From an optimization exercise on the open Yosys and OpenROAD flow, aimed at small area, a short achievable clock period and few clock cycles per item; shortcuts taken in it are not production practice.
The RTL was checked by simulation tests, not by an equivalence proof against the original design.
Power is estimated from default activity; no workload was simulated.

==> flow/design.v <==
package wafp_pkg;
  localparam int unsigned WINDOW_DEPTH = 64;
  localparam int unsigned SAMPLE_BITS  = 32;
  localparam int unsigned ADDR_BITS  = (WINDOW_DEPTH > 1) ? $clog2(WINDOW_DEPTH) : 1;
  localparam int unsigned COUNT_BITS = $clog2(WINDOW_DEPTH + 1);
  localparam int unsigned SUM_BITS   = SAMPLE_BITS + ADDR_BITS;
  localparam int unsigned STEP_BITS  = $clog2(SUM_BITS);
  localparam int unsigned FLOOR_BITS = 6;
  localparam int unsigned BIAS_BITS  = 14;
  localparam int unsigned IN_BYTES   = (2 * SAMPLE_BITS + 7) / 8;
  localparam int unsigned OUT_BYTES  = (FLOOR_BITS + BIAS_BITS + 7) / 8;
  localparam int unsigned POOL_TIER_4 = 1500;
  localparam int unsigned POOL_TIER_3 = 800;
  localparam int unsigned POOL_TIER_2 = 400;
  localparam int unsigned POOL_TIER_1 = 150;
  localparam int unsigned POOL_LOW    = 40;
  localparam int unsigned BONUS_4 = 25;
  localparam int unsigned BONUS_3 = 14;
  localparam int unsigned BONUS_2 = 8;
  localparam int unsigned BONUS_1 = 4;
  localparam int unsigned BIAS_4   = 9800;
  localparam int unsigned BIAS_3   = 9900;
  localparam int unsigned BIAS_2   = 9950;
  localparam int unsigned BIAS_MID = 10000;
  localparam int unsigned BIAS_LOW = 10100;
  localparam int unsigned FEE_DIV       = 50;
  localparam int unsigned FEE_CAP       = 32;
  localparam int unsigned FEE_CAP_START = FEE_CAP * FEE_DIV;
  localparam int unsigned FEE_IN_BITS   = $clog2(FEE_CAP_START);
  localparam int unsigned FEE_RECIP       = 1311;
  localparam int unsigned FEE_RECIP_BITS  = 11;
  localparam int unsigned FEE_RECIP_SHIFT = 16;
  localparam int unsigned FEE_PROD_BITS   = FEE_IN_BITS + FEE_RECIP_BITS;
endpackage
module wafp_ram #(
  parameter int unsigned Width = 8,
  parameter int unsigned Depth = 16
) (
  input  logic             clk_i,
  input  logic             we_i,
  input  logic [Width-1:0] wdata_i,
  output logic [Width-1:0] rdata_o
);
  logic [Depth*Width-1:0] ring_q;
  assign rdata_o = ring_q[Depth*Width-1 -: Width];
  always_ff @(posedge clk_i) begin
    ring_q <= {ring_q[(Depth-1)*Width-1:0], we_i ? wdata_i : rdata_o};
  end
endmodule
module windowed_average_fee_policy (
  input  logic                             clk_i,
  input  logic                             rst_ni,
  input  logic                             s_axis_tvalid,
  output logic                             s_axis_tready,
  input  logic [8*wafp_pkg::IN_BYTES-1:0]  s_axis_tdata,
  output logic                             m_axis_tvalid,
  input  logic                             m_axis_tready,
  output logic [8*wafp_pkg::OUT_BYTES-1:0] m_axis_tdata
);
  localparam int unsigned SB = wafp_pkg::SAMPLE_BITS;
  localparam int unsigned XB = 17;                    
  localparam int unsigned UB = XB + 6;                
  localparam int unsigned CB = wafp_pkg::COUNT_BITS;  
  localparam int unsigned QD = 6;                     
  localparam int unsigned OB = 3;                     
  localparam logic [2:0] TC_LOW = 3'd0;
  localparam logic [2:0] TC_MID = 3'd1;
  localparam logic [2:0] TC_1   = 3'd2;
  localparam logic [2:0] TC_2   = 3'd3;
  localparam logic [2:0] TC_3   = 3'd4;
  localparam logic [2:0] TC_4   = 3'd5;
  logic [5:0]    phase_q;       
  logic          started_q;     
  logic [OB-1:0] owed_q;        
  logic          ready_q, ready_out_q;
  logic          in_fire, out_fire;
  logic [5:0]    phase_d;
  logic [OB-1:0] owed_d;
  logic          ready_d;
  logic [XB-1:0] xp_q, xf_q;
  logic          xv_q;
  assign s_axis_tready = ready_out_q;
  assign in_fire       = s_axis_tvalid && ready_q;
  assign phase_d = (in_fire || !started_q) ? '0 : phase_q + 6'd1;
  assign owed_d  = owed_q + OB'(in_fire) - OB'(out_fire);
  logic phase_wrap, rdy_in, rdy_in_out, rdy_none;
  assign phase_wrap = !started_q || (phase_q == 6'd63);
  assign rdy_in     = (owed_q < OB'(QD - 1));
  assign rdy_in_out = (owed_q < OB'(QD));
  assign rdy_none   = phase_wrap && (owed_q < OB'(QD));
  assign ready_d    = in_fire ? (out_fire ? rdy_in_out : rdy_in)
                              : (out_fire ? phase_wrap : rdy_none);
  always_ff @(posedge clk_i or negedge rst_ni) begin
    if (!rst_ni) begin
      phase_q     <= '0;
      started_q   <= 1'b0;
      owed_q      <= '0;
      ready_q     <= 1'b0;
      ready_out_q <= 1'b0;
      xv_q        <= 1'b0;
    end else begin
      phase_q     <= phase_d;
      started_q   <= started_q || in_fire;
      owed_q      <= owed_d;
      ready_q     <= ready_d;
      ready_out_q <= ready_d;
      xv_q        <= in_fire;
    end
  end
  logic [SB-1:0] in_p, in_f;
  assign in_p = s_axis_tdata[SB-1:0];
  assign in_f = s_axis_tdata[2*SB-1:SB];
  always_ff @(posedge clk_i) begin
    xp_q <= (|in_p[SB-1:XB]) ? {XB{1'b1}} : in_p[XB-1:0];
    xf_q <= (|in_f[SB-1:XB]) ? {XB{1'b1}} : in_f[XB-1:0];
  end
  logic [2*XB-1:0] old_pair;
  logic [XB-1:0]   old_p, old_f;
  logic [CB-1:0]   n1_q;             
  logic            full1;
  logic            v1_q, grow1_q;
  logic [XB:0]     dp_q, df_q;       
  wafp_ram #(
    .Width (2 * XB),
    .Depth (wafp_pkg::WINDOW_DEPTH)
  ) u_window (
    .clk_i   (clk_i),
    .we_i    (xv_q),
    .wdata_i ({xf_q, xp_q}),
    .rdata_o (old_pair)
  );
  assign full1 = n1_q[CB-1];
  assign old_p = full1 ? old_pair[XB-1:0] : '0;
  assign old_f = full1 ? old_pair[2*XB-1:XB] : '0;
  always_ff @(posedge clk_i or negedge rst_ni) begin
    if (!rst_ni) begin
      n1_q    <= '0;
      v1_q    <= 1'b0;
      grow1_q <= 1'b0;
    end else begin
      v1_q    <= xv_q;
      grow1_q <= xv_q && !full1;
      if (xv_q && !full1) n1_q <= n1_q + CB'(1);
    end
  end
  always_ff @(posedge clk_i or negedge rst_ni) begin
    if (!rst_ni) begin
      dp_q <= '0;
      df_q <= '0;
    end else if (xv_q) begin
      dp_q <= {1'b0, xp_q} + {1'b1, ~old_p} + (XB+1)'(full1);
      df_q <= {1'b0, xf_q} - {1'b0, old_f};
    end else begin
      dp_q <= '0;
      df_q <= '0;
    end
  end
  localparam int unsigned DB = 12;   
  logic [UB:0]     pn_q;             
  logic [UB-1:0]   fsum_q;
  logic [DB-1:0]   d_q;              
  logic [DB+1:0]   d3_q;             
  logic [16:0]     d30_q;            
  logic [11:0]     l39_q;            
  logic            v2_q;
  always_ff @(posedge clk_i or negedge rst_ni) begin
    if (!rst_ni) begin
      pn_q   <= '0;
      fsum_q <= '0;
      d_q    <= '0;
      d3_q   <= '0;
      d30_q  <= '0;
      l39_q  <= '0;
      v2_q   <= 1'b0;
    end else begin
      v2_q <= v1_q;
      pn_q   <= pn_q + {{(UB-XB){dp_q[XB]}}, dp_q};
      fsum_q <= fsum_q + {{(UB-XB-1){df_q[XB]}}, df_q};
      if (grow1_q) begin
        d_q   <= d_q + DB'(50);
        d3_q  <= d3_q + 14'd150;
        d30_q <= d30_q + 17'd1500;
        l39_q <= l39_q + 12'd39;
      end
    end
  end
  localparam int unsigned RB = 17;   
  logic          pneg, pbig;
  logic [16:0]   pl;
  logic [2:0]    tc1;
  logic          cap;
  logic          fbig;
  logic [RB-1:0] fl;
  logic [RB:0]   s8, s16, s24;
  logic [1:0]    qhi;
  logic [14:0]   r1;                 
  assign pneg = pn_q[UB];
  assign pbig = |pn_q[UB-1:17];
  assign pl   = pn_q[16:0];
  always_comb begin
    if (pneg)                              tc1 = TC_LOW;
    else if (pbig || pl >= d30_q)          tc1 = TC_4;
    else if (pl >= 17'({d_q, 4'b0}))       tc1 = TC_3;
    else if (pl >= 17'({d_q, 3'b0}))       tc1 = TC_2;
    else if (pl >= 17'(d3_q))              tc1 = TC_1;
    else if (pl < 17'(l39_q))              tc1 = TC_LOW;
    else                                   tc1 = TC_MID;
  end
  assign fbig = |fsum_q[UB-1:RB];
  assign fl   = fsum_q[RB-1:0];
  assign cap  = fbig || (fl >= {d_q, 5'b0});
  assign s8   = {1'b0, fl} - (RB+1)'({d_q, 3'b0});
  assign s16  = {1'b0, fl} - (RB+1)'({d_q, 4'b0});
  assign s24  = {1'b0, fl} - (RB+1)'({d3_q, 3'b0});
  always_comb begin
    if (!s24[RB])      begin qhi = 2'd3; r1 = 15'(s24); end
    else if (!s16[RB]) begin qhi = 2'd2; r1 = 15'(s16); end
    else if (!s8[RB])  begin qhi = 2'd1; r1 = 15'(s8);  end
    else               begin qhi = 2'd0; r1 = 15'(fl);  end
  end
  logic          v3_q;
  logic [2:0]    tc3_q;
  logic          cap3_q;
  logic [1:0]    qhi3_q;
  logic [14:0]   r1_q;
  logic [DB-1:0] m1_q;               
  logic [DB+1:0] m3_q;               
  logic [DB+2:0] m5_q, m7_q;         
  always_ff @(posedge clk_i or negedge rst_ni) begin
    if (!rst_ni) v3_q <= 1'b0;
    else         v3_q <= v2_q;
  end
  always_ff @(posedge clk_i) begin
    tc3_q  <= tc1;
    cap3_q <= cap;
    qhi3_q <= qhi;
    r1_q   <= r1;
    m1_q   <= d_q;
    m3_q   <= d3_q;
    m5_q   <= {1'b0, d_q, 2'b0} + 15'(d_q);
    m7_q   <= {d_q, 3'b0} - 15'(d_q);
  end
  logic [7:1] ge;
  logic [5:0] base, min_fee;
  assign ge[1] = (r1_q >= 15'(m1_q));
  assign ge[2] = (r1_q >= 15'({m1_q, 1'b0}));
  assign ge[3] = (r1_q >= 15'(m3_q));
  assign ge[4] = (r1_q >= 15'({m1_q, 2'b0}));
  assign ge[5] = (r1_q >= m5_q);
  assign ge[6] = (r1_q >= 15'({m3_q, 1'b0}));
  assign ge[7] = (r1_q >= m7_q);
  always_comb begin
    case (tc3_q)
      TC_4:    base = 6'(wafp_pkg::BONUS_4 + 1);
      TC_3:    base = 6'(wafp_pkg::BONUS_3 + 1);
      TC_2:    base = 6'(wafp_pkg::BONUS_2 + 1);
      TC_1:    base = 6'(wafp_pkg::BONUS_1 + 1);
      default: base = 6'd1;
    endcase
  end
  logic [5:0] cand0;
  logic [7:0] pick;
  assign cand0 = base + (cap3_q ? 6'(wafp_pkg::FEE_CAP) : {1'b0, qhi3_q, 3'b0});
  always_comb begin
    pick[0] = cap3_q || !ge[1];
    for (int k = 1; k < 7; k++) pick[k] = !cap3_q && ge[k] && !ge[k+1];
    pick[7] = !cap3_q && ge[7];
    min_fee = '0;
    for (int k = 0; k < 8; k++) begin
      min_fee = min_fee | ({6{pick[k]}} & (cand0 + 6'(k)));
    end
  end
  logic [8:0]    qd_q [1:QD-1];
  logic [OB-1:0] qn_q;
  logic          mv_q, mv_out_q;
  logic [5:0]    hfee_q;
  logic [8:0]    hbias_q;            
  logic [8:0] bias_new, bias_next;
  logic [13:0] bn, bx;
  always_comb begin
    case (tc3_q)
      TC_4:    bn = 14'(wafp_pkg::BIAS_4);
      TC_3:    bn = 14'(wafp_pkg::BIAS_3);
      TC_2:    bn = 14'(wafp_pkg::BIAS_2);
      TC_LOW:  bn = 14'(wafp_pkg::BIAS_LOW);
      default: bn = 14'(wafp_pkg::BIAS_MID);
    endcase
    case (qd_q[1][8:6])
      TC_4:    bx = 14'(wafp_pkg::BIAS_4);
      TC_3:    bx = 14'(wafp_pkg::BIAS_3);
      TC_2:    bx = 14'(wafp_pkg::BIAS_2);
      TC_LOW:  bx = 14'(wafp_pkg::BIAS_LOW);
      default: bx = 14'(wafp_pkg::BIAS_MID);
    endcase
  end
  assign bias_new  = bn[8:0];
  assign bias_next = bx[8:0];
  assign out_fire = mv_q && m_axis_tready;
  logic [OB-1:0] qn_keep, qn_take;
  logic          mv_keep, mv_take;
  logic [5:0]    hfee_keep, hfee_take;
  logic [8:0]    hbias_keep, hbias_take;
  logic [8:0]    qd_keep [1:QD-1];
  logic [8:0]    qd_take [1:QD-1];
  assign qn_keep = qn_q + OB'(v3_q);
  assign qn_take = qn_q + OB'(v3_q) - OB'(1);
  assign mv_keep = v3_q || (qn_q != '0);
  assign mv_take = v3_q || (qn_q > OB'(1));
  always_comb begin
    hfee_keep  = (v3_q && qn_q == '0) ? min_fee : hfee_q;
    hbias_keep = (v3_q && qn_q == '0) ? bias_new : hbias_q;
    hfee_take  = (v3_q && qn_q == OB'(1)) ? min_fee : qd_q[1][5:0];
    hbias_take = (v3_q && qn_q == OB'(1)) ? bias_new : bias_next;
    for (int i = 1; i < QD; i++) begin
      qd_keep[i] = (v3_q && qn_q == OB'(i)) ? {tc3_q, min_fee} : qd_q[i];
      if (i < QD - 1) qd_take[i] = (v3_q && qn_q == OB'(i + 1)) ? {tc3_q, min_fee} : qd_q[i+1];
      else            qd_take[i] = qd_q[i];
    end
  end
  always_ff @(posedge clk_i or negedge rst_ni) begin
    if (!rst_ni) begin
      qn_q     <= '0;
      mv_q     <= 1'b0;
      mv_out_q <= 1'b0;
    end else begin
      qn_q     <= out_fire ? qn_take : qn_keep;
      mv_q     <= out_fire ? mv_take : mv_keep;
      mv_out_q <= out_fire ? mv_take : mv_keep;
    end
  end
  always_ff @(posedge clk_i) begin
    hfee_q  <= out_fire ? hfee_take : hfee_keep;
    hbias_q <= out_fire ? hbias_take : hbias_keep;
    for (int i = 1; i < QD; i++) qd_q[i] <= out_fire ? qd_take[i] : qd_keep[i];
  end
  assign m_axis_tvalid = mv_out_q;
  assign m_axis_tdata  = {4'b0, 5'b10011, hbias_q, hfee_q};
endmodule
==> flow/flow/run.sh <==
#!/bin/bash
set -euo pipefail
export BUFFER_PORTS_ARGS="-buffer_cell sky130_fd_sc_hd__buf_4"
export CTS_ARGS="-sink_clustering_enable -repair_clock_nets -sink_clustering_size 30 -sink_clustering_max_diameter 70 -buf_list {sky130_fd_sc_hd__clkbuf_8 sky130_fd_sc_hd__clkbuf_16} -dont_use_dummy_load"
sed "s/SETUP_SLACK_MARGIN=5 /SETUP_SLACK_MARGIN=5.5 /" standard.sh > standard_m.sh
bash standard_m.sh finish > flow_make.log 2>&1
==> flow/standard.sh <==
#!/bin/bash
# synth_recipe.tcl (not shown) runs the flow's synth.tcl, then flattens the netlist and writes it again
# the make line also repeats each setting of config.mk as NAME=value (left out here)
make -C /OpenROAD-flow-scripts/flow DESIGN_CONFIG=/design/flow/config.mk WORK_HOME=/design/flow/orfs CLKGATE_MAP_FILE= SYNTH_SCRIPT=/design/flow/synth_recipe.tcl "${@:-finish}"
==> flow/config.mk <==
export PLATFORM = sky130hd
export DESIGN_NAME = windowed_average_fee_policy
export DESIGN_NICKNAME = windowed_average_fee_policy
export VERILOG_FILES = /design/flow/design.v
export SDC_FILE = /design/flow/constraint.sdc
export NUM_CORES = 4
export LEC_CHECK = 0
export ABC_AREA = 1
export ABC_CLOCK_PERIOD_IN_PS = 2500
export CAP_MARGIN = 20
export CORE_MARGIN = 2
export CORE_UTILIZATION = 55
export CTS_BUF_LIST = sky130_fd_sc_hd__clkbuf_8 sky130_fd_sc_hd__clkbuf_16
export CTS_CLUSTER_DIAMETER = 70
export CTS_CLUSTER_SIZE = 30
export SETUP_SLACK_MARGIN = 5
export SLEW_MARGIN = 20
==> flow/constraint.sdc <==
create_clock -name core_clock -period 8.0 [get_ports {clk_i}]
set_input_delay 1.6000 -clock core_clock [delete_from_list [all_inputs] [get_ports {clk_i}]]
set_output_delay 1.6000 -clock core_clock [all_outputs]
set_load 0.01 [all_outputs]
==> results.sh, run 1 <==
export IMPL_status="finished clean"
export IMPL_power_leakage_uw=0.0318
export IMPL_max_stage_delay_ns=0.44
export IMPL_setup_tns_final_ns=0
export IMPL_synth_distinct_cells=63
export IMPL_ys_ff_latch=2500
export IMPL_dp_cells=6844
export IMPL_viasPerCell=4.68
export IMPL_initial_utilization_pct=55.5
export IMPL_path_depth=1
export IMPL_grt_pass1_vias=32015
export IMPL_yosys_warnings=5
export IMPL_critPathTopFamily="flip-flops"
export IMPL_max_freq_mhz=346
export IMPL_cts_tree="yes"
export IMPL_peakVddDrop_v=0.000250
export IMPL_grt_first_pass_wirelength_um=167000
export IMPL_drv_cap=0
export IMPL_rsz0062_at_grt="yes"
export IMPL_die_width_um=352
export IMPL_total_power_uw=26200
export IMPL_drive_gt1_share_pct=12.5
export IMPL_ios=94
export IMPL_crit_path_end_kind="primary output"
export IMPL_setup_worst_path_start="hfee_q[1]"
export IMPL_portBuffers=83
export IMPL_timing_rr_end="qd_q[5][5]"
export IMPL_gp_congestion=0.861
export IMPL_drc=0
export IMPL_report_final_slew_viol_count=0
export IMPL_grt_max_degree=95
export IMPL_finalCritPeriodShare_pct=36.1
export IMPL_yosysSeqAreaShare_pct=76.8
export IMPL_vias=33220
export IMPL_grt_overflow_total=0
export IMPL_r2r_setup_slack_ns=5.11
export IMPL_numCtsBuffers=107
export IMPL_diodes=0
export IMPL_cp_slowest_cell="edfxtp_1"
export IMPL_n_fill_cell=9533
export IMPL_fin_skew_ns=0.0983
export IMPL_worstPathMaxFanout=1
export IMPL_drt_iter0_markers=1803
export IMPL_ant_nets=0
export IMPL_nets=5875
export IMPL_regArea_um2=51300
export IMPL_post_drt_wl_per_cell_um=14.7
export IMPL_min_path_cells=0
export IMPL_antenna_found_initial=3
export IMPL_whs_ns=0.270
export IMPL_finalHoldViolations=0
export IMPL_rr_startpoint="cap3_q"
export IMPL_stdcell_count=7096
export IMPL_power_density_nw_per_um2=352
export IMPL_cp_cell_sequence="buf_6"
export IMPL_dieArea_um2=124000
export IMPL_async_flop_share_pct=6.44
export IMPL_clk_latency_ns=0.74
export IMPL_multi_input_area_um2=14800
export IMPL_dr_pass1_iters=7
export IMPL_synthFlopType="dfxtp_1"
export IMPL_finalSetupViolations=0
export IMPL_critPathRequiredTime_ns=6.40
export IMPL_postSynthAreaPerCell_um2=12.9
export IMPL_tightestPinTransition_ns=0.837
export IMPL_num_rows=127
export IMPL_syn2layout_area_growth_pct=11.6
export IMPL_core_area_um2=120000
export IMPL_cp_buffers_inverters=1
export IMPL_hp_start="u_window.ring_q[1564]"
export IMPL_period_minus_slack_ns=2.89
export IMPL_reg2regPathDepth=13
export IMPL_die_y_um=352
export IMPL_path_clk_slew_ns=0.08
export IMPL_cts_root_buf="clkbuf_16"
export IMPL_setup_worst_path_end="m_axis_tdata[1]"
export IMPL_synth_area_um2=66700
export IMPL_hold_class="register to register"
export IMPL_htreeDepth=3
export IMPL_critPathLaunchType="register"
export IMPL_relSlewSlack_pct=44.2
export IMPL_crit_arrival_ns=1.29
export IMPL_clk_path_buf_depth=3
export IMPL_grt_total_usage_pct=16.6
export IMPL_wl_um=104000
export IMPL_syn_inst=5188
export IMPL_cts_sinks=2500
export IMPL_path_class="register to primary output"
export IMPL_place_hpwl_um=65300
export IMPL_synth_edf_count=32
-- area by class of cell --
| type | count | share of cell area (%) |
|---|---|---|
| clock buffers | 107 | 3.60 |
| inverters | 392 | 2.12 |
| multi-input cells | 2254 | 19.9 |
| flip-flops and latches | 2500 | 68.9 |
| well taps | 1612 | 2.71 |
| repair buffers | 230 | 2.71 |
| repair inverters | 1 | 0.0118 |
-- cells in the mapped netlist (3+ instances only) --
library cell	number	area share [%]
o211ai_1	7	0.079
a31oi_1	8	0.075
o21ai_0	145	1.1
o21ai_1	8	0.060
edfxtp_1	32	1.4
dfrtp_1	161	6.0
inv_1	382	2.2
a21o_1	8	0.090
dfxtp_1	2307	69
nor2_1	188	1.1
o21bai_1	10	0.11
inv_2	8	0.045
a21boi_1	3	0.034
nor2_2	12	0.11
ha_1	310	5.8
nand4_1	42	0.39
o221ai_1	3	0.039
nand3_2	16	0.24
nand2_2	9	0.084
o21a_1	8	0.090
nand2_1	734	4.1
nand3b_1	5	0.056
o31ai_1	5	0.056
a21oi_1	234	1.8
a21boi_0	3	0.034
a211oi_1	3	0.034
nor2_4	9	0.15
fa_1	11	0.33
nand3_1	180	1.4
and2_1	6	0.056
buf_4	11	0.12
nand2_4	4	0.068
clkbuf_1	21	0.12
nor4_1	15	0.14
nor3b_1	6	0.068
or2_2	34	0.32
xor2_1	120	1.6
xnor2_1	32	0.42
nor3_1	39	0.29
buf_2	19	0.14
-- repair_timing --
item,in CTS,in global routing
hold buffers,0,0
pin swaps,34,82
resized for setup,164,194
setup endpoints to repair,160,115
gates cloned,3,3
setup buffers,76,63
hold endpoints to repair,0,0
-- cell families (layout without fill, tap and decap cells) --
kind of cell | count (synthesis) | after routing | synth area share (%)
other cells | 2 | 10 | 0.0113
buf+inv | 446 | 730 | 2.63
flops | 2500 | 2500 | 76.8
simple gates | 1308 | 1312 | 8.69
fa+ha+maj | 321 | 321 | 6.15
xor+xnor | 154 | 154 | 2.05
mux | 1 | 1 | 0.0169
compound gates | 456 | 456 | 3.70
-- worst min-delay path by stage --
| stage | endpoint |
|---|---|
| after detailed placement | u_window.ring_q[1370] |
| after floorplan | u_window.ring_q[1000] |
| after global placement | u_window.ring_q[456] |
| after CTS | u_window.ring_q[1598] |
| final | u_window.ring_q[1598] |
| after global routing | u_window.ring_q[1598] |
-- routing by layer --
metal | vias to the layer above | GRT usage [%] | wire length [um]
met5 | - | 0 | 0
met4 | 0 | 5.15 | 2990
met3 | 193 | 2.71 | 3910
met2 | 514 | 24.5 | 42700
met1 | 15443 | 25.2 | 54500
li1 | 17070 | - | -
-- layout by cell type (no fill, tap or decap), types with 19 or more instances in the layout --
| master | count |
|---|---|
| inv_1 | 358 |
| nor3_1 | 31 |
| xor2_1 | 118 |
| buf_4 | 170 |
| dfrtp_1 | 131 |
| buf_6 | 53 |
| ha_1 | 284 |
| xnor2_1 | 31 |
| clkbuf_16 | 107 |
| a21oi_1 | 218 |
| nand2_2 | 32 |
| nor2_4 | 21 |
| dfrtp_2 | 29 |
| nand3_2 | 35 |
| or2_2 | 34 |
| nand3_1 | 151 |
| nor2_2 | 19 |
| o21ai_0 | 130 |
| edfxtp_1 | 32 |
| nor2_1 | 169 |
| dfxtp_1 | 2289 |
| nand4_1 | 42 |
| nand2_1 | 704 |
-- stage by stage --
step	instance area, um2	utilization [%]	setup slack (ns)
floorplan	66800	-	5.14
finish	74400	61.9	5.11
global route	74400	61.9	4.99
global placement	69200	57.6	4.49
detailed placement	69200	57.6	4.38
CTS	73100	60.8	5.04
-- flip-flops by register name, indices dropped and copies added (netlist names), 15 cells and up --
register / count
u_window.ring_q: 2176
qd_q: 45
pn_q: 24
fsum_q: 23
df_q: 18
dp_q: 18
xf_q: 17
xp_q: 17
d30_q: 15
r1_q: 15
-- power by group --
part	switching [uW]	internal, uW	leakage (uW)	total, uW
combinational	3770	2800	0.00952	6570
clock	3380	2390	0.00132	5760
sequential	671	13200	0.0210	13900
Testbench counts, summed over its fixed seeds: cycles 4,840, items 4,800.
==> inputs of run 2 (changes only) <==
==> flow/flow/run.sh (replaced) <==
#!/bin/bash
set -euo pipefail
export BUFFER_PORTS_ARGS="-buffer_cell sky130_fd_sc_hd__buf_4"
export CTS_ARGS="-sink_clustering_enable -repair_clock_nets -sink_clustering_size 30 -sink_clustering_max_diameter 70 -buf_list {sky130_fd_sc_hd__clkbuf_8 sky130_fd_sc_hd__clkbuf_16} -dont_use_dummy_load"
sed "s/SETUP_SLACK_MARGIN=5 /SETUP_SLACK_MARGIN=5.3 /" standard.sh > standard_m.sh
bash standard_m.sh finish > flow_make.log 2>&1
==> run 2 against run 1 <==
Combinational power decreased by 12%. Sequential power hardly changed. Non-clock buffer count down 72. Register-to-register slack improved by 0.18 ns. Hold slack worse by 0.012 ns. Clock power hardly changed. Critical path type unchanged.
==> results.sh, run 2 <==
export IMPL_path_class="register to primary output"
export IMPL_cts_root_buf="clkbuf_16"
export IMPL_cp_cell_sequence="buf_6"
export IMPL_rr_startpoint="tc3_q[1]"
export IMPL_hold_class="register to register"
export IMPL_finalHoldViolations=0
export IMPL_dieArea_um2=124000
export IMPL_reg2regPathDepth=17
export IMPL_drv_cap=0
export IMPL_critPathTopFamily="flip-flops"
export IMPL_dp_cells=6848
export IMPL_drc=0
export IMPL_r2r_setup_slack_ns=5.29
export IMPL_grtUsageMet1_pct=24.8
export IMPL_postSynthAreaPerCell_um2=12.9
export IMPL_yosys_area_top_type="dfxtp_1"
export IMPL_num_rows=127
export IMPL_top_register="u_window.ring_q"
export IMPL_synthMostInstantiatedCell="dfxtp_1"
export IMPL_holdPathEnd="u_window.ring_q[2010]"
export IMPL_critPathLaunchType="register"
export IMPL_hp_start="u_window.ring_q[1976]"
export IMPL_grt_overflow_total=0
export IMPL_cts_sinks=2500
export IMPL_antenna_found_initial=3
export IMPL_place_hpwl_um=65200
export IMPL_fin_skew_ns=0.0789
export IMPL_yosys_warnings=5
export IMPL_ios=94
export IMPL_syn_inst=5188
export IMPL_portBuffers=83
export IMPL_die_y_um=352
export IMPL_synth_edf_count=32
export IMPL_vias=32476
export IMPL_htreeDepth=3
export IMPL_rsz0062_at_grt="yes"
export IMPL_numCtsBuffers=107
export IMPL_post_drt_wl_per_cell_um=14.4
export IMPL_clk_path_buf_depth=3
export IMPL_setup_tns_final_ns=0
export IMPL_finalSetupViolations=0
export IMPL_use_met3_pct=2.58
export IMPL_die_width_um=352
export IMPL_critPathRequiredTime_ns=6.40
export IMPL_grt_met2_usage_pct=23.8
export IMPL_nets=5799
export IMPL_period_minus_slack_ns=2.84
export IMPL_grt_total_usage_pct=16.2
export IMPL_synthFlopType="dfxtp_1"
export IMPL_drive_gt1_share_pct=9.13
export IMPL_cp_slowest_cell="dfrtp_1"
export IMPL_status="finished clean"
export IMPL_syn2layout_area_growth_pct=9.52
export IMPL_power_density_nw_per_um2=348
export IMPL_yosysSeqAreaShare_pct=76.8
export IMPL_stdcell_count=7021
export IMPL_gp_congestion=0.861
export IMPL_core_area_um2=120000
export IMPL_crit_path_end_kind="primary output"
export IMPL_grt_first_pass_wirelength_um=164000
export IMPL_max_freq_mhz=352
export IMPL_viasPerCell=4.63
export IMPL_synth_distinct_cells=63
export IMPL_grt_max_degree=62
export IMPL_cp_buffers_inverters=1
export IMPL_busiest_layer="met1"
export IMPL_cts_tree="yes"
export IMPL_report_final_slew_viol_count=0
export IMPL_mostFrequentLayoutCells="2,290 x dfxtp_1, 726 x nand2_1, 361 x inv_1"
export IMPL_max_stage_delay_ns=0.43
export IMPL_hold_buffers=0
export IMPL_drt_iter0_markers=1779
export IMPL_synth_area_um2=66700
export IMPL_initial_utilization_pct=55.5
export IMPL_tightestPinTransition_ns=1.04
export IMPL_path_clk_slew_ns=0.10
export IMPL_power_leakage_uw=0.0313
export IMPL_grt_pass1_vias=31434
export IMPL_peakVddDrop_v=0.000227
export IMPL_ys_ff_latch=2500
export IMPL_async_flop_share_pct=6.44
export IMPL_wl_um=101000
export IMPL_synth_top_area_share_pct=69.3
export IMPL_relSlewSlack_pct=30.2
export IMPL_synthTopCellsByArea="dfxtp_1 69%, dfrtp_1 6.0%, ha_1 5.8%"
export IMPL_finalCritPeriodShare_pct=35.5
export IMPL_top_regs="u_window.ring_q: 2176 flops, qd_q: 45 flops, pn_q: 24 flops"
export IMPL_dr_pass1_iters=6
export IMPL_worstPathMaxFanout=2
export IMPL_clk_latency_ns=0.71
export IMPL_largest_register_ffs=2176
export IMPL_crit_arrival_ns=1.24
export IMPL_timing_rr_end="qd_q[5][5]"
export IMPL_yosys_top_cells_count="2,307 x dfxtp_1, 734 x nand2_1, 382 x inv_1"
export IMPL_ant_nets=0
export IMPL_final_common_cell="dfxtp_1"
export IMPL_min_path_cells=0
## run 2: worst max path at each step
stage	end	slack [ns]	from	cells past startpoint
6_report	s_axis_tready	5.16	ready_q	1
3_3_place_gp	owed_q[1]	4.48	m_axis_tready	9
3_5_place_dp	hbias_q[7]	4.43	m_axis_tready	8
2_1_floorplan	owed_q[1]	5.14	m_axis_tready	9
5_1_grt	s_axis_tready	5.08	ready_q	1
4_1_cts	s_axis_tready	5.09	ready_q	1
## run 2: cell families after synthesis
kind of cell	synth area share [%]
AND/OR/NAND/NOR	8.69
buffers and inverters	2.63
other	0.0113
AO/OA/AOI/OAI	3.70
adder cells (fa/ha/maj)	6.15
XOR/XNOR	2.05
multiplexers	0.0169
flip-flops	76.8
## run 2: worst register-to-register path: cells and delay by family, from the launching register on
kind                     cells  cell delay (ns)
AND/OR/NAND/NOR             10             1.02
buffers and inverters        4             0.33
XOR/XNOR                     1             0.14
flip-flops                   1             0.38
adder cells (fa/ha/maj)      2             0.62
## run 2: area by class of cell
| cell class | instances | area, um2 |
|---|---|---|
| antenna | 1 | 2.50 |
| clock buffer | 107 | 2680 |
| fill | 9700 | 47100 |
| inverter | 392 | 1550 |
| multi-input combinational | 2251 | 14200 |
| sequential | 2500 | 51200 |
| tap | 1612 | 2020 |
| timing repair buffer | 158 | 1320 |
## run 2: layer usage
layer  wire length [um]  share of wire, %
met3               3340               3.3
met5                 34             0.034
met4               2330               2.3
met1              53700                53
met2              41700                41
## run 2: per-stage QoR
| stage | total power, uW | setup slack (ns) | hold WS, ns | area, um2 | util [%] |
|---|---|---|---|---|---|
| 6_report | 25400 | 5.16 | 0.258 | 73000 | 60.8 |
| 5_1_grt | 26900 | 5.08 | 0.252 | 73000 | 60.8 |
| 4_1_cts | 25300 | 5.09 | 0.255 | 72400 | 60.3 |
| 3_5_place_dp | 19300 | 4.43 | 0.312 | 69300 | 57.7 |
| 3_3_place_gp | 19200 | 4.48 | 0.310 | 69300 | 57.7 |
| 2_1_floorplan | 17800 | 5.14 | 0.310 | 66800 | - |
## run 2: what timing repair did
action,in CTS,in global routing
gates cloned,0,2
gates resized for setup,74,92
pin swaps,21,25
endpoints found under the setup margin,73,79
buffers inserted,32,31
## run 2: power breakdown
group          switching [uW]  total, uW  internal (uW)
Combinational            3410       5750           2350
Sequential                671      13900          13200
Clock                    3380       5770           2390
Total                    7460      25400          17900
==> inputs of run 3 (changes only) <==
--- a/flow/design.v
+++ b/flow/design.v
@@ -61,7 +61,7 @@
   localparam int unsigned XB = 17;                    
   localparam int unsigned UB = XB + 6;                
   localparam int unsigned CB = wafp_pkg::COUNT_BITS;  
-  localparam int unsigned QD = 6;                     
+  localparam int unsigned QD = 7;                     
   localparam int unsigned OB = 3;                     
   localparam logic [2:0] TC_LOW = 3'd0;
   localparam logic [2:0] TC_MID = 3'd1;
@@ -155,32 +155,31 @@
       df_q <= '0;
     end
   end
-  localparam int unsigned DB = 12;   
   logic [UB:0]     pn_q;             
   logic [UB-1:0]   fsum_q;
-  logic [DB-1:0]   d_q;              
-  logic [DB+1:0]   d3_q;             
-  logic [16:0]     d30_q;            
+  logic [10:0]     d25_q;            
+  logic [12:0]     d75_q;            
+  logic [14:0]     d375_q;           
   logic [11:0]     l39_q;            
   logic            v2_q;
   always_ff @(posedge clk_i or negedge rst_ni) begin
     if (!rst_ni) begin
       pn_q   <= '0;
       fsum_q <= '0;
-      d_q    <= '0;
-      d3_q   <= '0;
-      d30_q  <= '0;
+      d25_q  <= '0;
+      d75_q  <= '0;
+      d375_q <= '0;
       l39_q  <= '0;
       v2_q   <= 1'b0;
     end else begin
-      v2_q <= v1_q;
+      v2_q   <= v1_q;
       pn_q   <= pn_q + {{(UB-XB){dp_q[XB]}}, dp_q};
       fsum_q <= fsum_q + {{(UB-XB-1){df_q[XB]}}, df_q};
       if (grow1_q) begin
-        d_q   <= d_q + DB'(50);
-        d3_q  <= d3_q + 14'd150;
-        d30_q <= d30_q + 17'd1500;
-        l39_q <= l39_q + 12'd39;
+        d25_q  <= d25_q + 11'd25;
+        d75_q  <= d75_q + 13'd75;
+        d375_q <= d375_q + 15'd375;
+        l39_q  <= l39_q + 12'd39;
       end
     end
   end
@@ -199,19 +198,19 @@
   assign pl   = pn_q[16:0];
   always_comb begin
     if (pneg)                              tc1 = TC_LOW;
-    else if (pbig || pl >= d30_q)          tc1 = TC_4;
-    else if (pl >= 17'({d_q, 4'b0}))       tc1 = TC_3;
-    else if (pl >= 17'({d_q, 3'b0}))       tc1 = TC_2;
-    else if (pl >= 17'(d3_q))              tc1 = TC_1;
+    else if (pbig || pl >= {d375_q, 2'b0}) tc1 = TC_4;    
+    else if (pl >= 17'({d25_q, 5'b0}))     tc1 = TC_3;    
+    else if (pl >= 17'({d25_q, 4'b0}))     tc1 = TC_2;    
+    else if (pl >= 17'({d75_q, 1'b0}))     tc1 = TC_1;    
     else if (pl < 17'(l39_q))              tc1 = TC_LOW;
     else                                   tc1 = TC_MID;
   end
   assign fbig = |fsum_q[UB-1:RB];
   assign fl   = fsum_q[RB-1:0];
-  assign cap  = fbig || (fl >= {d_q, 5'b0});
-  assign s8   = {1'b0, fl} - (RB+1)'({d_q, 3'b0});
-  assign s16  = {1'b0, fl} - (RB+1)'({d_q, 4'b0});
-  assign s24  = {1'b0, fl} - (RB+1)'({d3_q, 3'b0});
+  assign cap  = fbig || (fl >= {d25_q, 6'b0});                  
+  assign s8   = {1'b0, fl} - (RB+1)'({d25_q, 4'b0});            
+  assign s16  = {1'b0, fl} - (RB+1)'({d25_q, 5'b0});            
+  assign s24  = {1'b0, fl} - (RB+1)'({d75_q, 4'b0});            
   always_comb begin
     if (!s24[RB])      begin qhi = 2'd3; r1 = 15'(s24); end
     else if (!s16[RB]) begin qhi = 2'd2; r1 = 15'(s16); end
@@ -223,34 +222,54 @@
   logic          cap3_q;
   logic [1:0]    qhi3_q;
   logic [14:0]   r1_q;
-  logic [DB-1:0] m1_q;               
-  logic [DB+1:0] m3_q;               
-  logic [DB+2:0] m5_q, m7_q;         
+  logic [10:0]   m25_3_q;
+  logic [12:0]   m75_3_q;
   always_ff @(posedge clk_i or negedge rst_ni) begin
     if (!rst_ni) v3_q <= 1'b0;
     else         v3_q <= v2_q;
   end
   always_ff @(posedge clk_i) begin
-    tc3_q  <= tc1;
-    cap3_q <= cap;
-    qhi3_q <= qhi;
-    r1_q   <= r1;
-    m1_q   <= d_q;
-    m3_q   <= d3_q;
-    m5_q   <= {1'b0, d_q, 2'b0} + 15'(d_q);
-    m7_q   <= {d_q, 3'b0} - 15'(d_q);
-  end
-  logic [7:1] ge;
-  logic [5:0] base, min_fee;
-  assign ge[1] = (r1_q >= 15'(m1_q));
-  assign ge[2] = (r1_q >= 15'({m1_q, 1'b0}));
-  assign ge[3] = (r1_q >= 15'(m3_q));
-  assign ge[4] = (r1_q >= 15'({m1_q, 2'b0}));
-  assign ge[5] = (r1_q >= m5_q);
-  assign ge[6] = (r1_q >= 15'({m3_q, 1'b0}));
-  assign ge[7] = (r1_q >= m7_q);
+    tc3_q   <= tc1;
+    cap3_q  <= cap;
+    qhi3_q  <= qhi;
+    r1_q    <= r1;
+    m25_3_q <= d25_q;
+    m75_3_q <= d75_q;
+  end
+  logic [15:0] u2, u4, u6;           
+  logic [1:0]  q21;
+  logic [12:0] r2;                   
+  assign u2 = {1'b0, r1_q} - 16'({m25_3_q, 2'b0});              
+  assign u4 = {1'b0, r1_q} - 16'({m25_3_q, 3'b0});              
+  assign u6 = {1'b0, r1_q} - 16'({m75_3_q, 2'b0});              
   always_comb begin
-    case (tc3_q)
+    if (!u6[15])      begin q21 = 2'd3; r2 = 13'(u6); end
+    else if (!u4[15]) begin q21 = 2'd2; r2 = 13'(u4); end
+    else if (!u2[15]) begin q21 = 2'd1; r2 = 13'(u2); end
+    else              begin q21 = 2'd0; r2 = 13'(r1_q); end
+  end
+  logic          v4_q;
+  logic [2:0]    tc4_q;
+  logic          cap4_q;
+  logic [3:0]    q41_4_q;
+  logic [12:0]   r2_q;
+  logic [10:0]   m25_4_q;
+  always_ff @(posedge clk_i or negedge rst_ni) begin
+    if (!rst_ni) v4_q <= 1'b0;
+    else         v4_q <= v3_q;
+  end
+  always_ff @(posedge clk_i) begin
+    tc4_q   <= tc3_q;
+    cap4_q  <= cap3_q;
+    q41_4_q <= {qhi3_q, q21};
+    r2_q    <= r2;
+    m25_4_q <= m25_3_q;
+  end
+  logic       q0;
+  logic [5:0] base, fee_hi, min_fee;
+  assign q0 = !cap4_q && (r2_q >= 13'({m25_4_q, 1'b0}));             
+  always_comb begin
+    case (tc4_q)
       TC_4:    base = 6'(wafp_pkg::BONUS_4 + 1);
       TC_3:    base = 6'(wafp_pkg::BONUS_3 + 1);
       TC_2:    base = 6'(wafp_pkg::BONUS_2 + 1);
@@ -258,18 +277,8 @@
       default: base = 6'd1;
     endcase
   end
-  logic [5:0] cand0;
-  logic [7:0] pick;
-  assign cand0 = base + (cap3_q ? 6'(wafp_pkg::FEE_CAP) : {1'b0, qhi3_q, 3'b0});
-  always_comb begin
-    pick[0] = cap3_q || !ge[1];
-    for (int k = 1; k < 7; k++) pick[k] = !cap3_q && ge[k] && !ge[k+1];
-    pick[7] = !cap3_q && ge[7];
-    min_fee = '0;
-    for (int k = 0; k < 8; k++) begin
-      min_fee = min_fee | ({6{pick[k]}} & (cand0 + 6'(k)));
-    end
-  end
+  assign fee_hi  = base + (cap4_q ? 6'(wafp_pkg::FEE_CAP) : {1'b0, q41_4_q, 1'b0});
+  assign min_fee = q0 ? fee_hi + 6'd1 : fee_hi;
   logic [8:0]    qd_q [1:QD-1];
   logic [OB-1:0] qn_q;
   logic          mv_q, mv_out_q;
@@ -278,7 +287,7 @@
   logic [8:0] bias_new, bias_next;
   logic [13:0] bn, bx;
   always_comb begin
-    case (tc3_q)
+    case (tc4_q)
       TC_4:    bn = 14'(wafp_pkg::BIAS_4);
       TC_3:    bn = 14'(wafp_pkg::BIAS_3);
       TC_2:    bn = 14'(wafp_pkg::BIAS_2);
@@ -302,18 +311,18 @@
   logic [8:0]    hbias_keep, hbias_take;
   logic [8:0]    qd_keep [1:QD-1];
   logic [8:0]    qd_take [1:QD-1];
-  assign qn_keep = qn_q + OB'(v3_q);
-  assign qn_take = qn_q + OB'(v3_q) - OB'(1);
-  assign mv_keep = v3_q || (qn_q != '0);
-  assign mv_take = v3_q || (qn_q > OB'(1));
+  assign qn_keep = qn_q + OB'(v4_q);
+  assign qn_take = qn_q + OB'(v4_q) - OB'(1);
+  assign mv_keep = v4_q || (qn_q != '0);
+  assign mv_take = v4_q || (qn_q > OB'(1));
   always_comb begin
-    hfee_keep  = (v3_q && qn_q == '0) ? min_fee : hfee_q;
-    hbias_keep = (v3_q && qn_q == '0) ? bias_new : hbias_q;
-    hfee_take  = (v3_q && qn_q == OB'(1)) ? min_fee : qd_q[1][5:0];
-    hbias_take = (v3_q && qn_q == OB'(1)) ? bias_new : bias_next;
+    hfee_keep  = (v4_q && qn_q == '0) ? min_fee : hfee_q;
+    hbias_keep = (v4_q && qn_q == '0) ? bias_new : hbias_q;
+    hfee_take  = (v4_q && qn_q == OB'(1)) ? min_fee : qd_q[1][5:0];
+    hbias_take = (v4_q && qn_q == OB'(1)) ? bias_new : bias_next;
     for (int i = 1; i < QD; i++) begin
-      qd_keep[i] = (v3_q && qn_q == OB'(i)) ? {tc3_q, min_fee} : qd_q[i];
-      if (i < QD - 1) qd_take[i] = (v3_q && qn_q == OB'(i + 1)) ? {tc3_q, min_fee} : qd_q[i+1];
+      qd_keep[i] = (v4_q && qn_q == OB'(i)) ? {tc4_q, min_fee} : qd_q[i];
+      if (i < QD - 1) qd_take[i] = (v4_q && qn_q == OB'(i + 1)) ? {tc4_q, min_fee} : qd_q[i+1];
       else            qd_take[i] = qd_q[i];
     end
   end
==> run 3 against run 2 <==
Count of clock-buffer cells in the layout grew 1. Core utilization is 0.75 points lower. Cell count is 0.95% lower. Clock power rose by 0.9%. Sequential power barely moved. Combinational power fell by 11%. Die area fell by 0.54%. Largest cell class unchanged. Synthesized cell count is 0.56% lower. Still clean. Largest power group unchanged. Flip-flop and latch count up 17. Fmax decreased by 0.84%. Routed wire length down 1.6%.
==> results.sh, run 3 <==
export IMPL_status="finished clean"
export IMPL_numCtsBuffers=108
export IMPL_core_area_um2=120000
export IMPL_tightestPinTransition_ns=0.977
export IMPL_total_power_uw=24800
export IMPL_drt_iter0_markers=1787
export IMPL_top_register="u_window.ring_q"
export IMPL_mostFrequentLayoutCells="2,320 x dfxtp_1, 764 x nand2_1, 357 x inv_1"
export IMPL_grt_pass1_vias=30655
export IMPL_report_final_slew_viol_count=0
export IMPL_fin_area_um2=71900
export IMPL_cp_cell_sequence="buf_6"
export IMPL_rsz0062_at_grt="yes"
export IMPL_n_fill_cell=9707
export IMPL_postSynthAreaPerCell_um2=12.9
export IMPL_place_hpwl_um=64200
export IMPL_drive_gt1_share_pct=6.91
export IMPL_critPathTopFamily="flip-flops"
export IMPL_path_depth=1
export IMPL_nets=5672
export IMPL_finalCritPeriodShare_pct=35.8
export IMPL_final_common_cell="dfxtp_1"
export IMPL_worstPathMaxFanout=2
export IMPL_syn2layout_area_growth_pct=8.47
export IMPL_holdPathEnd="u_window.ring_q[2099]"
export IMPL_synth_top_area_share_pct=70.1
export IMPL_rr_startpoint="tc4_q[2]"
export IMPL_grt_first_pass_wirelength_um=161000
export IMPL_synth_edf_count=32
export IMPL_fin_skew_ns=0.0921
export IMPL_wl_um=99500
export IMPL_crit_arrival_ns=1.26
export IMPL_drv_cap=0
export IMPL_synthTopCellsByArea="dfxtp_1 70%, dfrtp_1 6.1%, ha_1 4.7%"
export IMPL_finalSetupViolations=0
export IMPL_gp_congestion=0.876
export IMPL_cts_sinks=2517
export IMPL_htreeDepth=3
export IMPL_synthMostInstantiatedCell="dfxtp_1"
export IMPL_yosysSeqAreaShare_pct=77.7
export IMPL_path_class="register to primary output"
export IMPL_clk_path_buf_depth=3
export IMPL_power_leakage_uw=0.0309
export IMPL_portBuffers=83
export IMPL_grt_overflow_total=0
export IMPL_cp_slowest_cell="dfrtp_1"
export IMPL_vias=32228
export IMPL_relSlewSlack_pct=34.6
export IMPL_max_stage_delay_ns=0.43
export IMPL_reg2regPathDepth=14
export IMPL_drc=0
export IMPL_syn_inst=5159
export IMPL_viasPerCell=4.63
export IMPL_grt_total_usage_pct=16.2
export IMPL_yosys_warnings=5
export IMPL_ant_nets=0
export IMPL_async_flop_share_pct=6.44
export IMPL_period_minus_slack_ns=2.86
export IMPL_die_y_um=351
export IMPL_r2r_setup_slack_ns=5.43
export IMPL_dr_pass1_iters=5
export IMPL_cts_root_buf="clkbuf_16"
export IMPL_setup_tns_final_ns=0
export IMPL_post_drt_wl_per_cell_um=14.3
export IMPL_crit_path_end_kind="primary output"
export IMPL_die_width_um=351
export IMPL_hold_class="register to register"
export IMPL_dieArea_um2=123000
export IMPL_critPathRequiredTime_ns=6.40
export IMPL_min_path_cells=0
export IMPL_cts_tree="yes"
export IMPL_peakVddDrop_v=0.000228
export IMPL_yosys_top_cells_count="2,323 x dfxtp_1, 766 x nand2_1, 366 x inv_1"
export IMPL_hp_start="u_window.ring_q[2065]"
export IMPL_largest_register_ffs=2176
export IMPL_hold_buffers=0
export IMPL_max_freq_mhz=349
export IMPL_power_density_nw_per_um2=345
export IMPL_grt_max_degree=65
export IMPL_ys_ff_latch=2517
export IMPL_initial_utilization_pct=55.3
export IMPL_antenna_found_initial=3
export IMPL_num_rows=127
export IMPL_synthFlopType="dfxtp_1"
export IMPL_synth_area_um2=66300
export IMPL_critPathLaunchType="register"
export IMPL_cp_buffers_inverters=1
export IMPL_timing_rr_end="qd_q[6][5]"
export IMPL_top_regs="u_window.ring_q: 2176 flops, qd_q: 54 flops, pn_q: 24 flops"
export IMPL_yosys_area_top_type="dfxtp_1"
export IMPL_synth_distinct_cells=61
export IMPL_ios=94
export IMPL_clk_latency_ns=0.73
export IMPL_path_clk_slew_ns=0.10
export IMPL_placed_area_um2=68800
export IMPL_finalHoldViolations=0
## run 3: changes by cell type after synthesis, sizes merged, moves of 16 or more
cell / change
ha: -62
nand3: +44
nand2: +34
a21oi: -33
inv: -20
xor2: -18
dfxtp: +16
nor2: -16
## run 3: cell type report
class                           instances  area [um2]  share of cell area, %
Antenna cell                            1        2.50                0.00348
Clock buffer                          108        2700                   3.76
Inverter                              371        1440                   2.00
Multi-Input combinational cell       2223       13200                   18.4
Sequential cell                      2517       51500                   71.6
Tap cell                             1612        2020                   2.80
Timing Repair Buffer                  122        1010                   1.40
## run 3: repair_timing
| item | 4_1_cts | 5_1_grt |
|---|---|---|
| gates resized for setup | 23 | 37 |
| buffers inserted | 3 | 25 |
| cloned | 0 | 2 |
| endpoints found under the setup margin | 56 | 63 |
| hold endpoints to repair | 0 | 0 |
| pin swaps | 0 | 7 |
## run 3: worst max-delay path by stage
stage,from,to,slack [ns]
after floorplan,m_axis_tready,owed_q[1],5.00
after global placement,m_axis_tready,hbias_q[6],3.99
after detailed placement,m_axis_tready,hbias_q[6],3.85
after CTS,ready_out_q,s_axis_tready,5.06
after global routing,ready_out_q,s_axis_tready,5.07
final,ready_out_q,s_axis_tready,5.14
## run 3: per-layer routing
metal / routed length (um) / global-route usage [%]
met3: 3460 / 2.33
met1: 52800 / 24.9
met5: 27 / 0
met2: 40500 / 23.8
met4: 2660 / 4.74
## run 3: through the flow
stage | util, % | std cells | hold WS (ns) | setup WS [ns]
after floorplan | - | 5167 | 0.310 | 5.00
after global placement | 57.4 | 6815 | 0.310 | 3.99
after detailed placement | 57.4 | 6815 | 0.312 | 3.85
after CTS | 59.7 | 6926 | 0.234 | 5.06
after global routing | 60.0 | 6953 | 0.234 | 5.07
final | 60.0 | 6954 | 0.235 | 5.14
## run 3: kinds of logic after synthesis
kind of cell / after synthesis / share of synthesized area, %
fa+ha+maj: 261 / 5.07
compound gates: 442 / 3.71
flops: 2517 / 77.7
simple gates: 1370 / 9.06
other cells: 2 / 0.0113
mux: 4 / 0.0623
buf+inv: 428 / 2.60
xor+xnor: 135 / 1.78
## run 3: report_power, final
group	internal (uW)	total (uW)	leakage (uW)	switching (uW)
clock	2410	5820	0.00133	3410
combinational	2000	5130	0.00839	3130
sequential	13300	13800	0.0212	589
Testbench counts of run 3, summed over its fixed seeds: cycles 4,848, items 4,800.
==> inputs of run 4 (changes only) <==
--- a/flow/design.v
+++ b/flow/design.v
@@ -61,7 +61,7 @@
   localparam int unsigned XB = 17;                    
   localparam int unsigned UB = XB + 6;                
   localparam int unsigned CB = wafp_pkg::COUNT_BITS;  
-  localparam int unsigned QD = 7;                     
+  localparam int unsigned QD = 6;                     
   localparam int unsigned OB = 3;                     
   localparam logic [2:0] TC_LOW = 3'd0;
   localparam logic [2:0] TC_MID = 3'd1;
@@ -77,8 +77,6 @@
   logic [5:0]    phase_d;
   logic [OB-1:0] owed_d;
   logic          ready_d;
-  logic [XB-1:0] xp_q, xf_q;
-  logic          xv_q;
   assign s_axis_tready = ready_out_q;
   assign in_fire       = s_axis_tvalid && ready_q;
   assign phase_d = (in_fire || !started_q) ? '0 : phase_q + 6'd1;
@@ -97,36 +95,37 @@
       owed_q      <= '0;
       ready_q     <= 1'b0;
       ready_out_q <= 1'b0;
-      xv_q        <= 1'b0;
     end else begin
       phase_q     <= phase_d;
       started_q   <= started_q || in_fire;
       owed_q      <= owed_d;
       ready_q     <= ready_d;
       ready_out_q <= ready_d;
-      xv_q        <= in_fire;
     end
   end
-  logic [SB-1:0] in_p, in_f;
-  assign in_p = s_axis_tdata[SB-1:0];
-  assign in_f = s_axis_tdata[2*SB-1:SB];
-  always_ff @(posedge clk_i) begin
-    xp_q <= (|in_p[SB-1:XB]) ? {XB{1'b1}} : in_p[XB-1:0];
-    xf_q <= (|in_f[SB-1:XB]) ? {XB{1'b1}} : in_f[XB-1:0];
-  end
+  logic [SB-1:0]   in_p, in_f;
+  logic            big_p, big_f;
+  logic [XB-1:0]   sat_p, sat_f;
   logic [2*XB-1:0] old_pair;
   logic [XB-1:0]   old_p, old_f;
   logic [CB-1:0]   n1_q;             
   logic            full1;
   logic            v1_q, grow1_q;
+  logic [XB:0]     dp_raw, df_raw, dp_sat, df_sat;
   logic [XB:0]     dp_q, df_q;       
+  assign in_p  = s_axis_tdata[SB-1:0];
+  assign in_f  = s_axis_tdata[2*SB-1:SB];
+  assign big_p = |in_p[SB-1:XB];
+  assign big_f = |in_f[SB-1:XB];
+  assign sat_p = big_p ? {XB{1'b1}} : in_p[XB-1:0];
+  assign sat_f = big_f ? {XB{1'b1}} : in_f[XB-1:0];
   wafp_ram #(
     .Width (2 * XB),
     .Depth (wafp_pkg::WINDOW_DEPTH)
   ) u_window (
     .clk_i   (clk_i),
-    .we_i    (xv_q),
-    .wdata_i ({xf_q, xp_q}),
+    .we_i    (in_fire),
+    .wdata_i ({sat_f, sat_p}),
     .rdata_o (old_pair)
   );
   assign full1 = n1_q[CB-1];
@@ -138,18 +137,22 @@
       v1_q    <= 1'b0;
       grow1_q <= 1'b0;
     end else begin
-      v1_q    <= xv_q;
-      grow1_q <= xv_q && !full1;
-      if (xv_q && !full1) n1_q <= n1_q + CB'(1);
+      v1_q    <= in_fire;
+      grow1_q <= in_fire && !full1;
+      if (in_fire && !full1) n1_q <= n1_q + CB'(1);
     end
   end
+  assign dp_raw = {1'b0, in_p[XB-1:0]} + {1'b1, ~old_p} + (XB+1)'(full1);
+  assign dp_sat = {1'b0, {XB{1'b1}}}   + {1'b1, ~old_p} + (XB+1)'(full1);
+  assign df_raw = {1'b0, in_f[XB-1:0]} - {1'b0, old_f};
+  assign df_sat = {1'b0, {XB{1'b1}}}   - {1'b0, old_f};
   always_ff @(posedge clk_i or negedge rst_ni) begin
     if (!rst_ni) begin
       dp_q <= '0;
       df_q <= '0;
-    end else if (xv_q) begin
-      dp_q <= {1'b0, xp_q} + {1'b1, ~old_p} + (XB+1)'(full1);
-      df_q <= {1'b0, xf_q} - {1'b0, old_f};
+    end else if (in_fire) begin
+      dp_q <= big_p ? dp_sat : dp_raw;
+      df_q <= big_f ? df_sat : df_raw;
     end else begin
       dp_q <= '0;
       df_q <= '0;
==> run 4 against run 3 <==
Setup slack better by 0.011 ns. Routed wire length grew 1.8%. Clock skew shrank 0.0010 ns. Critical path type unchanged. Critical endpoint is now m_axis_tvalid.
==> results.sh, run 4 <==
export IMPL_status="finished clean"
export IMPL_cts_root_buf="clkbuf_16"
export IMPL_drv_cap=0
export IMPL_cp_buffers_inverters=1
export IMPL_drive_gt1_share_pct=7.47
export IMPL_viasPerCell=4.69
export IMPL_yosys_warnings=5
export IMPL_initial_utilization_pct=55.5
export IMPL_numCtsBuffers=110
export IMPL_multi_input_area_um2=13500
export IMPL_portBuffers=83
export IMPL_n_fill_cell=9477
export IMPL_synthFlopType="dfxtp_1"
export IMPL_final_common_cell="dfxtp_1"
export IMPL_synth_top_area_share_pct=69.6
export IMPL_syn2layout_area_growth_pct=8.52
export IMPL_vias=31984
export IMPL_nets=5617
export IMPL_top_regs="u_window.ring_q: 2176 flops, qd_q: 45 flops, pn_q: 24 flops"
export IMPL_grt_total_usage_pct=16.8
export IMPL_critPathTopFamily="flip-flops"
export IMPL_synth_area_um2=65600
export IMPL_reg2regPathDepth=14
export IMPL_tightestPinTransition_ns=0.935
export IMPL_relSlewSlack_pct=37.3
export IMPL_hold_buffers=0
export IMPL_clk_path_buf_depth=3
export IMPL_period_minus_slack_ns=2.85
export IMPL_wl_um=101000
export IMPL_yosys_area_top_type="dfxtp_1"
export IMPL_core_area_um2=118000
export IMPL_path_class="register to primary output"
export IMPL_drc=0
export IMPL_power_density_nw_per_um2=345
export IMPL_ant_nets=0
export IMPL_finalHoldViolations=0
export IMPL_top_register="u_window.ring_q"
export IMPL_largest_register_ffs=2176
export IMPL_critPathRequiredTime_ns=6.40
export IMPL_path_depth=1
export IMPL_switching_share_pct=27.1
export IMPL_postSynthAreaPerCell_um2=12.8
export IMPL_rsz0062_at_grt="yes"
export IMPL_setup_tns_final_ns=0
export IMPL_antenna_found_initial=8
export IMPL_worstPathMaxFanout=2
export IMPL_post_drt_wl_per_cell_um=14.8
export IMPL_dr_pass1_iters=6
export IMPL_placed_area_um2=68200
export IMPL_path_clk_slew_ns=0.09
export IMPL_ys_ff_latch=2473
export IMPL_cp_slowest_cell="dfrtp_2"
export IMPL_crit_path_end_kind="primary output"
export IMPL_finalCritPeriodShare_pct=35.6
export IMPL_clk_latency_ns=0.72
export IMPL_htreeDepth=3
export IMPL_grt_overflow_total=0
export IMPL_total_power_uw=24600
export IMPL_hold_class="register to register"
export IMPL_cellInternalPower_uw=17900
export IMPL_num_rows=126
export IMPL_mostFrequentLayoutCells="2,276 x dfxtp_1, 656 x nand2_1, 366 x inv_1"
export IMPL_drt_iter0_markers=1849
export IMPL_async_flop_share_pct=6.51
export IMPL_fin_area_um2=71200
export IMPL_yosys_top_cells_count="2,280 x dfxtp_1, 667 x nand2_1, 376 x inv_1"
export IMPL_cts_sinks=2473
export IMPL_yosysSeqAreaShare_pct=77.2
export IMPL_crit_arrival_ns=1.25
export IMPL_dieArea_um2=122000
export IMPL_report_final_slew_viol_count=0
export IMPL_syn_inst=5131
export IMPL_p_comb_share_pct=17.3
export IMPL_synthTopCellsByArea="dfxtp_1 70%, dfrtp_1 6.1%, ha_1 4.7%"
export IMPL_grt_first_pass_wirelength_um=163000
export IMPL_synth_distinct_cells=63
export IMPL_fin_skew_ns=0.0911
export IMPL_grt_pass1_vias=30630
export IMPL_peakVddDrop_v=0.000239
export IMPL_power_leakage_uw=0.0307
export IMPL_whs_ns=0.227
export IMPL_gp_congestion=0.876
export IMPL_die_y_um=349
export IMPL_place_hpwl_um=66200
export IMPL_min_path_cells=0
export IMPL_finalSetupViolations=0
export IMPL_max_freq_mhz=351
export IMPL_grt_max_degree=67
export IMPL_regArea_um2=50600
export IMPL_cts_tree="yes"
export IMPL_ios=94
export IMPL_max_stage_delay_ns=0.44
export IMPL_die_width_um=349
export IMPL_power_frac_seq_pct=59.0
export IMPL_synthMostInstantiatedCell="dfxtp_1"
export IMPL_cp_cell_sequence="buf_6"
export IMPL_synth_edf_count=32
export IMPL_power_switching_uw=6670
export IMPL_clock_power_share_pct=23.7
export IMPL_critPathLaunchType="register"
-- run 4: cell families (layout without fill, tap and decap cells) --
group,count (synthesis),in the layout,synth area share [%]
buffers and inverters,460,605,2.86
adders and majority gates,262,262,5.14
xor gates and xnor gates,136,136,1.83
DFF,2473,2473,77.2
other,2,12,0.0114
muxes,1,1,0.0172
and+or+nand+nor,1319,1320,8.87
AOI/OAI and AO/OA,478,478,4.11
-- run 4: final cells by class --
type	instances	area share (%)
Sequential cell	2473	71.1
Multi-Input combinational cell	2207	19.0
Clock buffer	110	3.87
Tap cell	1536	2.70
Inverter	395	2.17
Timing Repair Buffer	100	1.15
Antenna cell	2	0.00703
-- run 4: timing repair --
item                                    CTS  global route
setup buffers                             2            10
cloned                                    0             1
endpoints found under the setup margin  104           107
pin swaps                                 1             7
gates resized for setup                  29            26
-- run 4: power by group through the flow --
| stage | clock network (uW) | logic (uW) | registers [uW] |
|---|---|---|---|
| 3_5_place_dp | 0 | 4150 | 14800 |
| 2_1_floorplan | 0 | 3250 | 14400 |
| 3_3_place_gp | 0 | 4100 | 14800 |
| 5_1_grt | 6480 | 4900 | 14600 |
| 6_report | 5830 | 4250 | 14500 |
| 4_1_cts | 6050 | 4200 | 14500 |
-- run 4: metal layers --
metal,track usage [%],routed length (um),up-vias,part of all wire (%)
met3,3.27,3700,173,3.6
li1,-,-,16620,-
met1,25.8,54200,14826,54
met4,4.88,2830,14,2.8
met2,23.9,40400,351,40
met5,0,87,-,0.086
-- run 4: final timing paths --
kind                                  startpoint                     to  slack, ns
max                                     mv_out_q          m_axis_tvalid       5.15
min                        u_window.ring_q[1257]  u_window.ring_q[1291]       0.23
max reg2reg                             tc4_q[1]             qd_q[1][5]       5.44
min reg2reg                u_window.ring_q[1257]  u_window.ring_q[1291]       0.23
max in group asynchronous                 rst_ni                n1_q[6]       5.90
min in group asynchronous                 rst_ni                df_q[5]       0.79
-- run 4: metrics by stage --
| step | worst slack (ns) | cells | util (%) |
|---|---|---|---|
| 2_1_floorplan | 4.94 | 5139 | - |
| 3_3_place_gp | 4.28 | 6698 | 57.7 |
| 3_5_place_dp | 4.27 | 6698 | 57.7 |
| 4_1_cts | 5.04 | 6810 | 60.1 |
| 5_1_grt | 5.09 | 6821 | 60.2 |
| 6_report | 5.15 | 6823 | 60.2 |
Testbench counts of run 4, summed over its fixed seeds: cycles 4,840, items 4,800.
==> inputs of run 5 (changes only) <==
--- a/flow/config.mk
+++ b/flow/config.mk
@@ -6,10 +6,10 @@
 export NUM_CORES = 4
 export LEC_CHECK = 0
 export ABC_AREA = 1
-export ABC_CLOCK_PERIOD_IN_PS = 2500
+export ABC_CLOCK_PERIOD_IN_PS = 8000
 export CAP_MARGIN = 20
 export CORE_MARGIN = 2
-export CORE_UTILIZATION = 55
+export CORE_UTILIZATION = 65
 export CTS_BUF_LIST = sky130_fd_sc_hd__clkbuf_8 sky130_fd_sc_hd__clkbuf_16
 export CTS_CLUSTER_DIAMETER = 70
 export CTS_CLUSTER_SIZE = 30
==> run 5 against run 4 <==
Critical path depth did not move. Via count is 1.2% higher. Cell count decreased by 3.5%. Sequential share of layout area rose by 0.40 points. Fmax is 0.48% higher. Area after synthesis unchanged. Global-route usage grew 4.2 points. Clock skew increased by 0.013 ns. Synthesized cell count unchanged. Hold slack gained 0.038 ns. Count of clock-buffer cells in the layout down 8.
==> results.sh, run 5 <==
export IMPL_switching_share_pct=27.5
export IMPL_drv_cap=0
export IMPL_crit_path_end_kind="primary output"
export IMPL_utilization_pct=70.7
export IMPL_grt_overflow_total=0
export IMPL_peakVddDrop_v=0.000280
export IMPL_top_regs="u_window.ring_q: 2176 flops, qd_q: 45 flops, pn_q: 24 flops"
export IMPL_final_common_cell="dfxtp_1"
export IMPL_place_hpwl_um=65700
export IMPL_path_clk_slew_ns=0.12
export IMPL_power_switching_uw=6740
export IMPL_max_stage_delay_ns=0.44
export IMPL_gp_congestion=0.904
export IMPL_grt_first_pass_wirelength_um=171000
export IMPL_hold_class="register to register"
export IMPL_post_drt_wl_per_cell_um=16.3
export IMPL_syn_inst=5131
export IMPL_clock_power_share_pct=23.3
export IMPL_die_y_um=322
export IMPL_cellInternalPower_uw=17800
export IMPL_async_flop_share_pct=6.51
export IMPL_status="finished clean"
export IMPL_rsz0062_at_grt="yes"
export IMPL_power_density_nw_per_um2=346
export IMPL_yosys_top_cells_count="2,280 x dfxtp_1, 667 x nand2_1, 376 x inv_1"
export IMPL_ant_nets=0
export IMPL_finalSetupViolations=0
export IMPL_path_class="register to primary output"
export IMPL_die_width_um=322
export IMPL_nets=5617
export IMPL_cp_cell_sequence="buf_6"
export IMPL_n_fill_cell=6713
export IMPL_fin_skew_ns=0.104
export IMPL_power_leakage_uw=0.0307
export IMPL_wl_um=107000
export IMPL_stdcell_count=6585
export IMPL_critPathTopFamily="flip-flops"
export IMPL_mostFrequentLayoutCells="2,275 x dfxtp_1, 658 x nand2_1, 364 x inv_1"
export IMPL_largest_register_ffs=2176
export IMPL_worstPathMaxFanout=2
export IMPL_crit_arrival_ns=1.24
export IMPL_synthTopCellsByArea="dfxtp_1 70%, dfrtp_1 6.1%, ha_1 4.7%"
export IMPL_htreeDepth=3
export IMPL_grt_pass1_vias=31972
export IMPL_finalHoldViolations=0
export IMPL_drive_gt1_share_pct=7.53
export IMPL_clk_latency_ns=0.72
export IMPL_core_area_um2=100000
export IMPL_synth_edf_count=32
export IMPL_clk_path_buf_depth=3
export IMPL_numCtsBuffers=102
export IMPL_finalCritPeriodShare_pct=35.5
export IMPL_cp_buffers_inverters=1
export IMPL_cp_slowest_cell="dfrtp_2"
export IMPL_viasPerCell=4.91
export IMPL_synth_distinct_cells=63
export IMPL_top_register="u_window.ring_q"
export IMPL_yosys_warnings=5
export IMPL_dr_pass1_iters=5
export IMPL_postSynthAreaPerCell_um2=12.8
export IMPL_cts_sinks=2473
export IMPL_dpl_worst_slack_ns=4.26
export IMPL_synth_top_area_share_pct=69.6
export IMPL_report_final_slew_viol_count=0
export IMPL_antenna_found_initial=10
export IMPL_setup_tns_final_ns=0
export IMPL_dieArea_um2=104000
export IMPL_cts_tree="yes"
export IMPL_yosys_area_top_type="dfxtp_1"
export IMPL_syn2layout_area_growth_pct=7.92
export IMPL_synthMostInstantiatedCell="dfxtp_1"
export IMPL_max_freq_mhz=352
export IMPL_synthFlopType="dfxtp_1"
export IMPL_num_rows=116
export IMPL_ios=94
export IMPL_power_frac_seq_pct=59.4
export IMPL_portBuffers=83
export IMPL_dp_cells=6461
export IMPL_drt_iter0_markers=1731
export IMPL_p_comb_share_pct=17.4
export IMPL_synth_area_um2=65600
export IMPL_critPathRequiredTime_ns=6.40
export IMPL_initial_utilization_pct=65.5
export IMPL_hold_buffers=0
export IMPL_tightestPinTransition_ns=1.03
export IMPL_relSlewSlack_pct=30.7
export IMPL_cts_root_buf="clkbuf_16"
export IMPL_drc=0
export IMPL_vias=32362
export IMPL_grt_max_degree=73
export IMPL_grt_total_usage_pct=21.0
export IMPL_period_minus_slack_ns=2.84
export IMPL_critPathLaunchType="register"
export IMPL_setup_slack_ns=5.16
export IMPL_yosysSeqAreaShare_pct=77.2
export IMPL_ys_ff_latch=2473
## run 5: final timing paths
check,start,end,slack (ns),cells after the start
worst max register to register,d25_q[7],r1_q[10],5.44,13
worst min register to register,u_window.ring_q[870],u_window.ring_q[904],0.27,0
worst max-delay path,mv_out_q,m_axis_tvalid,5.16,1
max in group asynchronous,rst_ni,mv_out_q,5.90,2
worst min-delay path,u_window.ring_q[870],u_window.ring_q[904],0.27,0
min in group asynchronous,rst_ni,fsum_q[5],0.73,1
## run 5: kinds of logic after synthesis
family | Yosys count | synth area share, %
other | 2 | 0.0114
adder cells (fa/ha/maj) | 262 | 5.14
buffers and inverters | 460 | 2.86
flip-flops | 2473 | 77.2
AND/OR/NAND/NOR | 1319 | 8.87
AO/OA/AOI/OAI | 478 | 4.11
multiplexers | 1 | 0.0172
XOR/XNOR | 136 | 1.83
## run 5: stage by stage
step                cell area, um2  total power [uW]  hold WS, ns
floorplan                    66000             17700        0.310
CTS                          70500             24600        0.271
global route                 70800             25800        0.266
detailed placement           67900             18900        0.312
finish                       70800             24500        0.265
global placement             67900             18800        0.310
## run 5: layer usage
metal / share of wire (%) / wire length (um) / track usage [%]
met1: 50 / 53500 / 30.8
met4: 2.5 / 2670 / 5.67
met3: 3.7 / 3960 / 3.26
met5: 0.065 / 70 / 0
met2: 44 / 46800 / 32.6
## run 5: power groups by stage
stage | Combinational (uW) | Sequential [uW] | Clock [uW]
2_1_floorplan | 3250 | 14400 | 0
3_3_place_gp | 4040 | 14700 | 0
3_5_place_dp | 4110 | 14800 | 0
4_1_cts | 4160 | 14600 | 5860
5_1_grt | 4870 | 14700 | 6250
6_report | 4260 | 14500 | 5700
## run 5: layout make-up
cell class / count / area [um2] / share of cell area, %
Timing Repair Buffer: 108 / 898 / 1.27
Multi-Input combinational cell: 2207 / 13500 / 19.1
Tap cell: 1298 / 1620 / 2.29
Sequential cell: 2473 / 50600 / 71.5
Inverter: 395 / 1550 / 2.18
Clock buffer: 102 / 2550 / 3.60
Antenna cell: 2 / 5.00 / 0.00707
## run 5: what timing repair did
item | in CTS | in global routing
endpoints found under the setup margin | 49 | 110
cloned | 0 | 1
pin swaps | 1 | 6
buffers inserted | 1 | 17
gates resized for setup | 19 | 44
